Context: an optimization exercise on an open-source flow, tuned for small area, a short achievable clock period and few clock cycles per item. The choices shown serve that exercise and are no tape-out recipe. The RTL was checked by simulation tests, not by an equivalence proof against the original design.

==> inputs of job 6129 <==
==> flow/design.v <==
package alu_pkg;
    typedef enum logic [4:0] {
        ALU_ADD   = 5'd0,
        ALU_ADDU  = 5'd1,
        ALU_SUB   = 5'd2,
        ALU_SUBU  = 5'd3,
        ALU_AND   = 5'd4,
        ALU_OR    = 5'd5,
        ALU_XOR   = 5'd6,
        ALU_NOR   = 5'd7,
        ALU_SLT   = 5'd8,
        ALU_SLTU  = 5'd9,
        ALU_SLL   = 5'd10,
        ALU_SRL   = 5'd11,
        ALU_SRA   = 5'd12,
        ALU_SLLV  = 5'd13,
        ALU_SRLV  = 5'd14,
        ALU_SRAV  = 5'd15,
        ALU_LUI   = 5'd16,
        ALU_MFHI  = 5'd17,
        ALU_MFLO  = 5'd18,
        ALU_MTHI  = 5'd19,
        ALU_MTLO  = 5'd20,
        ALU_MULT  = 5'd21,
        ALU_MULTU = 5'd22,
        ALU_DIV   = 5'd23,
        ALU_DIVU  = 5'd24
    } alu_op_t;
    typedef enum logic [2:0] {
        MD_IDLE = 3'd0,
        MD_MUL  = 3'd1,
        MD_DSET = 3'd2,
        MD_DIV  = 3'd3,
        MD_FIX  = 3'd4
    } md_state_t;
    function automatic logic is_md_op(alu_op_t op);
        is_md_op = (op == alu_pkg::ALU_MULT) || (op == alu_pkg::ALU_MULTU) ||
                   (op == alu_pkg::ALU_DIV)  || (op == alu_pkg::ALU_DIVU);
    endfunction
endpackage
module md_add #(
    parameter int W = 32
) (
    input  logic [W-1:0] a,
    input  logic [W-1:0] b,
    input  logic         cin,
    output logic [W-1:0] s,
    output logic         co
);
    localparam int N = W + 1;
    localparam int L = $clog2(N);
    logic [(L+1)*N-1:0] g, p;
    logic [N-1:0] x;
    assign x          = {a ^ b, 1'b0};
    assign g[N-1:0]   = {a & b, cin};
    assign p[N-1:0]   = x;
    for (genvar l = 0; l < L; l++) begin : g_lvl
        for (genvar i = 0; i < N; i++) begin : g_bit
            if (((i >> l) & 1) == 1) begin : g_op
                localparam int J = ((i >> l) << l) - 1;
                assign g[(l+1)*N+i] = g[l*N+i] | (p[l*N+i] & g[l*N+J]);
                assign p[(l+1)*N+i] = p[l*N+i] & p[l*N+J];
            end else begin : g_pass
                assign g[(l+1)*N+i] = g[l*N+i];
                assign p[(l+1)*N+i] = p[l*N+i];
            end
        end
    end
    assign s  = x[N-1:1] ^ g[L*N +: W];
    assign co = g[L*N+W];
endmodule
module md_btop (
    input  logic [32:0] m,
    output logic [4:0]  top
);
    logic [34:0] mx;
    assign mx = {m[32], m, 1'b0};
    always_comb begin
        top = 5'd0;
        for (int i = 0; i < 17; i++)
            if (!((mx[2*i+2] == mx[2*i+1]) && (mx[2*i+1] == mx[2*i]))) top = 5'(i);
    end
endmodule
module md_bpp (
    input  logic [32:0] a,
    input  logic [2:0]  dig,
    output logic [33:0] pp,
    output logic        neg
);
    logic d_one, d_two;
    assign neg   = dig[2] & ~(dig[1] & dig[0]);
    assign d_one = dig[1] ^ dig[0];
    assign d_two = (dig == 3'b011) || (dig == 3'b100);
    assign pp    = (d_two ? {a, 1'b0} : d_one ? {a[32], a} : 34'd0) ^ {34{neg}};
endmodule
module muldiv_iter #(
    parameter int WIDTH = 32
) (
    input  logic             clk,
    input  logic             rst,
    input  logic             valid,
    input  alu_pkg::alu_op_t op,
    input  logic [WIDTH-1:0] arg1,
    input  logic [WIDTH-1:0] arg2,
    output logic             ready,
    output logic [WIDTH-1:0] hi,
    output logic [WIDTH-1:0] lo
);
    alu_pkg::md_state_t state_q, state_d;
    logic [4:0]  cnt_q, cnt_d;      
    logic [4:0]  dp_q, dp_d;        
    logic [32:0] a_q, a_d;          
    logic [32:0] m_q, m_d;          
    logic        negq_q, negq_d;    
    logic        negr_q, negr_d;    
    logic [31:0] hi_q, hi_d;
    logic [31:0] lo_q, lo_d;
    logic idle;
    assign idle = (state_q == alu_pkg::MD_IDLE);
    logic op_mul, op_div, op_signed, b_zero;
    assign op_mul    = (op == alu_pkg::ALU_MULT) || (op == alu_pkg::ALU_MULTU);
    assign op_div    = (op == alu_pkg::ALU_DIV)  || (op == alu_pkg::ALU_DIVU);
    assign op_signed = (op == alu_pkg::ALU_MULT) || (op == alu_pkg::ALU_DIV);
    assign b_zero    = (arg2 == '0);
    logic sgn1, sgn2;
    assign sgn1 = op_signed & arg1[31];
    assign sgn2 = op_signed & arg2[31];
    logic [4:0] top1, top2;
    md_btop u_top1 (.m({sgn1, arg1}), .top(top1));
    md_btop u_top2 (.m({sgn2, arg2}), .top(top2));
    logic swap;
    assign swap = (top1 < top2);
    logic [33:0] pp1, pp0;
    logic        ng1, ng0;
    md_bpp u_pp1 (.a(a_q), .dig(dp_q[4:2]), .pp(pp1), .neg(ng1));
    md_bpp u_pp0 (.a(a_q), .dig(dp_q[2:0]), .pp(pp0), .neg(ng0));
    logic        mul, s1, s2, fr, fq;
    assign mul = (state_q == alu_pkg::MD_MUL);
    assign s1  = op_div & sgn1 & !b_zero;
    assign s2  = sgn2;
    assign fr  = negr_q;
    assign fq  = negq_q & (lo_q != '0);
    logic [63:0] cx, cy, cz, cs, cc, acc2;
    logic        acc_co;
    always_comb begin
        if (mul) begin
            cx = {hi_q[27:0], lo_q, 1'b0, ng1, 1'b0, ng0};
            cy = {{28{pp1[33]}}, pp1, 2'b00};
            cz = {{30{pp0[33]}}, pp0};
        end else if (idle) begin
            cx = {arg1 ^ {32{s1}}, arg2 ^ {32{s2}}};
            cy = '0;
            cz = {31'd0, s1, 31'd0, s2};
        end else begin
            cx = {hi_q ^ {32{fr}}, lo_q ^ {32{fq}}};
            cy = '0;
            cz = {31'd0, fr, 31'd0, fq};
        end
    end
    assign cs = cx ^ cy ^ cz;
    assign cc = {(cx[62:0] & cy[62:0]) | (cx[62:0] & cz[62:0]) | (cy[62:0] & cz[62:0]), 1'b0};
    md_add #(.W(64)) u_macc (.a(cs), .b(cc), .cin(1'b0), .s(acc2), .co(acc_co));
    logic [32:0] msel;
    logic [3:0]  psel;
    assign msel = swap ? {sgn1, arg1} : {sgn2, arg2};
    assign psel = swap ? top1[4:1] : top2[4:1];
    logic [36:0] mx_sel, mx;
    assign mx_sel = {msel[32], msel[32], msel[32], msel, 1'b0};
    assign mx     = {m_q[32], m_q[32], m_q[32], m_q, 1'b0};
    logic [3:0] cnt_m1;
    assign cnt_m1 = cnt_q[3:0] - 4'd1;
    logic [5:0] lz_r, lz_d;
    always_comb begin
        lz_r = 6'd32;
        for (int i = 0; i < 32; i++)
            if (hi_q[i]) lz_r = 6'(31 - i);
        lz_d = 6'd32;
        for (int i = 0; i < 32; i++)
            if (a_q[i]) lz_d = 6'(31 - i);
    end
    logic [5:0] shd;
    assign shd = lz_d - lz_r;
    logic [32:0] dsub1;
    logic [31:0] dsub2, rem1;
    logic        q1, q2;
    md_add #(.W(33)) u_dsub1 (.a({1'b0, hi_q}), .b(~a_q), .cin(1'b1), .s(dsub1), .co(q1));
    assign rem1 = q1 ? dsub1[31:0] : hi_q;
    md_add #(.W(32)) u_dsub2 (.a(rem1), .b(~a_q[32:1]), .cin(1'b1), .s(dsub2), .co(q2));
    logic [32:0] a_al;              
    assign a_al = {1'b0, a_q[31:0], 1'b0} << {shd[4:1], 1'b0};
    always_comb begin
        state_d = state_q;
        cnt_d   = cnt_q;
        dp_d    = dp_q;
        a_d     = a_q;
        m_d     = m_q;
        negq_d  = negq_q;
        negr_d  = negr_q;
        hi_d    = hi_q;
        lo_d    = lo_q;
        case (state_q)
            alu_pkg::MD_IDLE: begin
                if (valid && op_mul) begin
                    a_d     = swap ? {sgn2, arg2} : {sgn1, arg1};
                    m_d     = swap ? {sgn1, arg1} : {sgn2, arg2};
                    cnt_d   = {1'b0, psel};
                    dp_d    = mx_sel[4*psel +: 5];
                    hi_d    = '0;
                    lo_d    = '0;
                    state_d = alu_pkg::MD_MUL;
                end else if (valid && op_div) begin
                    a_d    = {1'b0, acc2[31:0]};
                    negq_d = sgn1 ^ sgn2;
                    negr_d = sgn1;
                    hi_d   = acc2[63:32];
                    if (b_zero) begin
                        lo_d = '1;
                    end else begin
                        lo_d    = '0;
                        state_d = alu_pkg::MD_DSET;
                    end
                end else if (valid && op == alu_pkg::ALU_MTHI) begin
                    hi_d = arg1;
                end else if (valid && op == alu_pkg::ALU_MTLO) begin
                    lo_d = arg1;
                end
            end
            alu_pkg::MD_MUL: begin
                hi_d  = acc2[63:32];
                lo_d  = acc2[31:0];
                cnt_d = cnt_q - 5'd1;
                dp_d  = mx[4*cnt_m1 +: 5];
                if (cnt_q == 5'd0) state_d = alu_pkg::MD_IDLE;
            end
            alu_pkg::MD_DSET: begin
                if (shd[5]) begin
                    state_d = negr_q ? alu_pkg::MD_FIX : alu_pkg::MD_IDLE;
                    negq_d  = 1'b0;
                end else begin
                    a_d     = a_al;
                    cnt_d   = {1'b0, shd[4:1]};
                    state_d = alu_pkg::MD_DIV;
                end
            end
            alu_pkg::MD_DIV: begin
                hi_d  = q2 ? dsub2 : rem1;
                lo_d  = {lo_q[29:0], q1, q2};
                a_d   = {2'b00, a_q[32:2]};
                cnt_d = cnt_q - 5'd1;
                if (cnt_q == 5'd0)
                    state_d = (negq_q || negr_q) ? alu_pkg::MD_FIX : alu_pkg::MD_IDLE;
            end
            alu_pkg::MD_FIX: begin
                hi_d    = acc2[63:32];
                lo_d    = acc2[31:0];
                state_d = alu_pkg::MD_IDLE;
            end
            default: state_d = alu_pkg::MD_IDLE;
        endcase
    end
    always_ff @(posedge clk or posedge rst) begin
        if (rst) begin
            state_q <= alu_pkg::MD_IDLE;
            hi_q    <= '0;
            lo_q    <= '0;
        end else begin
            state_q <= state_d;
            hi_q    <= hi_d;
            lo_q    <= lo_d;
        end
    end
    always_ff @(posedge clk) begin
        cnt_q  <= cnt_d;
        dp_q   <= dp_d;
        a_q    <= a_d;
        m_q    <= m_d;
        negq_q <= negq_d;
        negr_q <= negr_d;
    end
    assign ready = idle;
    assign hi    = hi_q;
    assign lo    = lo_q;
endmodule
module alu_mdu #(
    parameter int WIDTH = 32,
    localparam int SHAMT_W = $clog2(WIDTH)
) (
    input  logic               clk,
    input  logic               rst,
    input  alu_pkg::alu_op_t   ctrl,
    input  logic [WIDTH-1:0]   arg1,
    input  logic [WIDTH-1:0]   arg2,
    input  logic [SHAMT_W-1:0] shamt,
    input  logic               valid,
    output logic               ready,
    output logic [WIDTH-1:0]   result,
    output logic               zero,
    output logic               overflow,
    output logic [WIDTH-1:0]   hi,
    output logic [WIDTH-1:0]   lo
);
    logic [4:0] c;
    assign c = ctrl;
    logic [WIDTH-1:0] sum, dif;
    logic             co_s, co_d;
    md_add #(.W(WIDTH)) u_add (.a(arg1), .b(arg2),  .cin(1'b0), .s(sum), .co(co_s));
    md_add #(.W(WIDTH)) u_sub (.a(arg1), .b(~arg2), .cin(1'b1), .s(dif), .co(co_d));
    logic ovf_a, ovf_s, lt, ltu;
    assign ovf_a = (arg1[WIDTH-1] == arg2[WIDTH-1]) && (sum[WIDTH-1] != arg1[WIDTH-1]);
    assign ovf_s = (arg1[WIDTH-1] != arg2[WIDTH-1]) && (dif[WIDTH-1] != arg1[WIDTH-1]);
    assign lt  = dif[WIDTH-1] ^ ovf_s;
    assign ltu = !co_d;
    assign zero     = (arg1 == arg2);
    assign overflow = (c == alu_pkg::ALU_ADD) ? ovf_a : (c == alu_pkg::ALU_SUB) ? ovf_s : 1'b0;
    logic [WIDTH-1:0] lgc;
    assign lgc = c[1] ? (c[0] ? ~(arg1 | arg2) : (arg1 ^ arg2))
                      : (c[0] ? (arg1 | arg2) : (arg1 & arg2));
    logic sh_var, sh_left, sh_arith, sh_lui;
    assign sh_var   = (c == alu_pkg::ALU_SLLV) || (c == alu_pkg::ALU_SRLV) ||
                      (c == alu_pkg::ALU_SRAV);
    assign sh_lui   = (c == alu_pkg::ALU_LUI);
    assign sh_left  = (c == alu_pkg::ALU_SLL) || (c == alu_pkg::ALU_SLLV) || sh_lui;
    assign sh_arith = (c == alu_pkg::ALU_SRA) || (c == alu_pkg::ALU_SRAV);
    logic [SHAMT_W-1:0] sh_amt;
    assign sh_amt = sh_lui ? SHAMT_W'(WIDTH / 2) : sh_var ? arg1[SHAMT_W-1:0] : shamt;
    logic [WIDTH-1:0] sh_in, sh_out, sh_res;
    always_comb
        for (int i = 0; i < WIDTH; i++)
            sh_in[i] = sh_left ? arg2[WIDTH-1-i] : arg2[i];
    assign sh_out = WIDTH'($signed({sh_arith & arg2[WIDTH-1], sh_in}) >>> sh_amt);
    always_comb
        for (int i = 0; i < WIDTH; i++)
            sh_res[i] = sh_left ? sh_out[WIDTH-1-i] : sh_out[i];
    logic sel_sum, sel_lgc, sel_slt, sel_sh, sel_hl;
    assign sel_sum = (c[4:2] == 3'b000);
    assign sel_lgc = (c[4:2] == 3'b001);
    assign sel_slt = (c[4:1] == 4'b0100);
    assign sel_sh  = (c >= alu_pkg::ALU_SLL) && (c <= alu_pkg::ALU_LUI);
    assign sel_hl  = (c == alu_pkg::ALU_MFHI) || (c == alu_pkg::ALU_MFLO);
    logic [WIDTH-1:0] hl;
    assign hl = c[0] ? hi : lo;
    assign result = ({WIDTH{sel_sum & ~c[1]}} & sum) |
                    ({WIDTH{sel_sum & c[1]}} & dif) |
                    ({WIDTH{sel_lgc}} & lgc) |
                    ({WIDTH{sel_sh}}  & sh_res) |
                    ({WIDTH{sel_hl}}  & hl) |
                    {{(WIDTH-1){1'b0}}, sel_slt & (c[0] ? ltu : lt)};
    muldiv_iter #(
        .WIDTH(WIDTH)
    ) u_md (
        .clk  (clk),
        .rst  (rst),
        .valid(valid),
        .op   (ctrl),
        .arg1 (arg1),
        .arg2 (arg2),
        .ready(ready),
        .hi   (hi),
        .lo   (lo)
    );
endmodule
==> flow/flow/run.sh <==
#!/bin/bash
# The standard layout, except that the port buffers are plain
# sky130_fd_sc_hd__buf_2 cells instead of the delay cells buffer_ports picks
# by default. Every port still gets its buffer; nothing else changes.
set -euo pipefail
export BUFFER_PORTS_ARGS="-buffer_cell sky130_fd_sc_hd__buf_2"
bash standard.sh > standard.log 2>&1
==> flow/standard.sh <==
#!/bin/bash
# synth_recipe.tcl (not shown) runs the flow's synth.tcl, then flattens the netlist and writes it again
# the make line also repeats each setting of config.mk as NAME=value (left out here)
make -C /OpenROAD-flow-scripts/flow DESIGN_CONFIG=/design/flow/config.mk WORK_HOME=/design/flow/orfs CLKGATE_MAP_FILE= SYNTH_SCRIPT=/design/flow/synth_recipe.tcl "${@:-finish}"
==> flow/config.mk <==
export PLATFORM = sky130hd
export DESIGN_NAME = alu_mdu
export DESIGN_NICKNAME = alu_mdu
export VERILOG_FILES = /design/flow/design.v
export SDC_FILE = /design/flow/constraint.sdc
export NUM_CORES = 4
export LEC_CHECK = 0
export CAP_MARGIN = 20
export CORE_MARGIN = 2
export CORE_UTILIZATION = 40
export SETUP_SLACK_MARGIN = 0.4
export SLEW_MARGIN = 20
==> flow/constraint.sdc <==
create_clock -name core_clock -period 7.0 [get_ports {clk}]
set_input_delay 1.4000 -clock core_clock [delete_from_list [all_inputs] [get_ports {clk}]]
set_output_delay 1.4000 -clock core_clock [all_outputs]
set_load 0.01 [all_outputs]
==> job 3376: changes against job 6129 <==
--- a/flow/design.v
+++ b/flow/design.v
@@ -46,5 +46,6 @@
     input  logic         cin,
     output logic [W-1:0] s,
-    output logic         co
+    output logic         co,
+    output logic         cm             
 );
     localparam int N = W + 1;
@@ -69,4 +70,5 @@
     assign s  = x[N-1:1] ^ g[L*N +: W];
     assign co = g[L*N+W];
+    assign cm = g[L*N+W-1];
 endmodule
 module md_btop (
@@ -160,5 +162,5 @@
     assign cs = cx ^ cy ^ cz;
     assign cc = {(cx[62:0] & cy[62:0]) | (cx[62:0] & cz[62:0]) | (cy[62:0] & cz[62:0]), 1'b0};
-    md_add #(.W(64)) u_macc (.a(cs), .b(cc), .cin(1'b0), .s(acc2), .co(acc_co));
+    md_add #(.W(64)) u_macc (.a(cs), .b(cc), .cin(1'b0), .s(acc2), .co(acc_co), .cm());
     logic [32:0] msel;
     logic [3:0]  psel;
@@ -182,9 +184,24 @@
     assign shd = lz_d - lz_r;
     logic [32:0] dsub1;
-    logic [31:0] dsub2, rem1;
-    logic        q1, q2;
-    md_add #(.W(33)) u_dsub1 (.a({1'b0, hi_q}), .b(~a_q), .cin(1'b1), .s(dsub1), .co(q1));
-    assign rem1 = q1 ? dsub1[31:0] : hi_q;
-    md_add #(.W(32)) u_dsub2 (.a(rem1), .b(~a_q[32:1]), .cin(1'b1), .s(dsub2), .co(q2));
+    logic [31:0] dsub2a;
+    logic [33:0] t3x, t3y, t3z, t3s, t3c, dsub2b;
+    logic        q1, q2a, q2b, q2;
+    logic [31:0] rem2;
+    md_add #(.W(33)) u_dsub1 (.a({1'b0, hi_q}), .b(~a_q), .cin(1'b1), .s(dsub1),
+                              .co(q1), .cm());
+    md_add #(.W(32)) u_dsub2a (.a(hi_q), .b(~a_q[32:1]), .cin(1'b1), .s(dsub2a),
+                               .co(q2a), .cm());
+    assign t3x = {2'b00, hi_q};
+    assign t3y = ~{1'b0, a_q};
+    assign t3z = ~{2'b00, a_q[32:1]};
+    assign t3s = t3x ^ t3y ^ t3z;
+    assign t3c = (t3x & t3y) | (t3x & t3z) | (t3y & t3z);
+    logic        t3co;
+    md_add #(.W(34)) u_dsub2b (.a(t3s), .b({t3c[32:0], 1'b1}), .cin(1'b1), .s(dsub2b),
+                               .co(t3co), .cm());
+    assign q2b  = ~dsub2b[33];
+    assign q2   = q1 ? q2b : q2a;
+    assign rem2 = q1 ? (q2b ? dsub2b[31:0] : dsub1[31:0])
+                     : (q2a ? dsub2a : hi_q);
     logic [32:0] a_al;              
     assign a_al = {1'b0, a_q[31:0], 1'b0} << {shd[4:1], 1'b0};
@@ -244,5 +261,5 @@
             end
             alu_pkg::MD_DIV: begin
-                hi_d  = q2 ? dsub2 : rem1;
+                hi_d  = rem2;
                 lo_d  = {lo_q[29:0], q1, q2};
                 a_d   = {2'b00, a_q[32:2]};
@@ -303,12 +320,12 @@
     assign c = ctrl;
     logic [WIDTH-1:0] sum, dif;
-    logic             co_s, co_d;
-    md_add #(.W(WIDTH)) u_add (.a(arg1), .b(arg2),  .cin(1'b0), .s(sum), .co(co_s));
-    md_add #(.W(WIDTH)) u_sub (.a(arg1), .b(~arg2), .cin(1'b1), .s(dif), .co(co_d));
-    logic ovf_a, ovf_s, lt, ltu;
-    assign ovf_a = (arg1[WIDTH-1] == arg2[WIDTH-1]) && (sum[WIDTH-1] != arg1[WIDTH-1]);
-    assign ovf_s = (arg1[WIDTH-1] != arg2[WIDTH-1]) && (dif[WIDTH-1] != arg1[WIDTH-1]);
-    assign lt  = dif[WIDTH-1] ^ ovf_s;
-    assign ltu = !co_d;
+    logic             co_s, co_d, cm_s, cm_d;
+    md_add #(.W(WIDTH)) u_add (.a(arg1), .b(arg2),  .cin(1'b0), .s(sum), .co(co_s), .cm(cm_s));
+    md_add #(.W(WIDTH)) u_sub (.a(arg1), .b(~arg2), .cin(1'b1), .s(dif), .co(co_d), .cm(cm_d));
+    logic ovf_a, ovf_s, sdiff, ltu;
+    assign ovf_a = cm_s ^ co_s;
+    assign ovf_s = cm_d ^ co_d;
+    assign sdiff = arg1[WIDTH-1] ^ arg2[WIDTH-1];
+    assign ltu   = !co_d;
     assign zero     = (arg1 == arg2);
     assign overflow = (c == alu_pkg::ALU_ADD) ? ovf_a : (c == alu_pkg::ALU_SUB) ? ovf_s : 1'b0;
@@ -345,5 +362,5 @@
                     ({WIDTH{sel_sh}}  & sh_res) |
                     ({WIDTH{sel_hl}}  & hl) |
-                    {{(WIDTH-1){1'b0}}, sel_slt & (c[0] ? ltu : lt)};
+                    {{(WIDTH-1){1'b0}}, sel_slt & ((sdiff & ~c[0]) ? arg1[WIDTH-1] : ltu)};
     muldiv_iter #(
         .WIDTH(WIDTH)
==> run summary <==
Of job 6129 and job 3376, job 6129 has the higher critical path depth (gap 1).
Synthesized cell count: job 6129 is lower than job 3376 (3.0%).
Utilization: job 6129 is higher than job 3376 (1.9 points).
In sequential share of layout area, job 6129 and job 3376 hardly differ.
Job 3376 finished clean. Job 6129 passed the timing, design-rule and antenna checks.
Of job 3376 and job 6129, job 3376 has the higher hold slack (gap 30 ps).
Between job 6129 and job 3376, the lower clock skew is in job 6129 (gap 0.86 ps).
Between job 3376 and job 6129, the lower register-to-register slack is in job 6129 (gap 30 ps).
==> figures <==
Result of the run: job 6129 complete, no violations; job 3376 complete, no violations
Area of the multi-input gates: job 6129 26600 um^2; job 3376 27400 um^2
Last weighted congestion value of the routability-driven placer: job 6129 1.08; job 3376 1.10
Number of buffers inserted by post-CTS setup repair: job 6129 18; job 3376 1
Placed cell count: job 6129 5776; job 3376 5890
Sequential element share of the synthesized area: job 6129 12.5%; job 3376 12.0%
Average cell area after synthesis: job 6129 7.25 um^2; job 3376 7.31 um^2
Launching element of the worst setup path: job 6129 arg1[0]; job 3376 arg2[21]
Number of signal-net buffers in the layout: job 6129 735; job 3376 637
Headroom to the max-slew limit: job 6129 20.9%; job 3376 24.5%
Wire length of the first global-routing pass: job 6129 255 mm; job 3376 264 mm
Starting utilization of the core area: job 6129 40.5%; job 3376 40.5%
Final core occ: job 6129 49.1%; job 3376 47.2%
Non-clk buf share: job 6129 14.0%; job 3376 11.7%
Nets@finish: job 6129 5210; job 3376 5331
Area fraction in and, or, nand and nor cells after synthesis: job 6129 17.2%; job 3376 17.4%
Testbench counts of job 6129, summed over its fixed seeds: cycles 13,674, ops 2,400.
Testbench counts of job 3376, summed over its fixed seeds: cycles 13,674, ops 2,400.

-- port drivers added, routing unchanged --
No port has a modelled driver above. Below, the same layouts with a new extraction and two added sets of constraints. Step 1 assumes that a clkbuf_16 drives the clock port and a buf_2 every other input. Step 2 adds t to the input delays and takes it off the output delays; t is the mean of the earliest and latest rising clock arrival at the registers after step 1. Input paths then give back, and output paths get back, about the clock's delay inside the block. Slacks: ideal ports / drivers / drivers and shift; pairs: ideal ports / drivers.
run	t, ns	setup slack, ns	worst hold slack (ns)	slew at the worst register clock pin (ns)
job 6129	0.572	0.350 / 0.319 / -0.037	0.612 / 0.612 / 0.612	0.08 / 0.08
job 3376	0.578	0.312 / 0.288 / -0.101	0.643 / 0.643 / 0.643	0.08 / 0.08
Met with ideal ports but missed after step 2: setup timing in job 6129 and job 3376. The setup slack of job 3376, which loses most, moves by -0.024 ns with the drivers and by -0.413 ns with both steps.
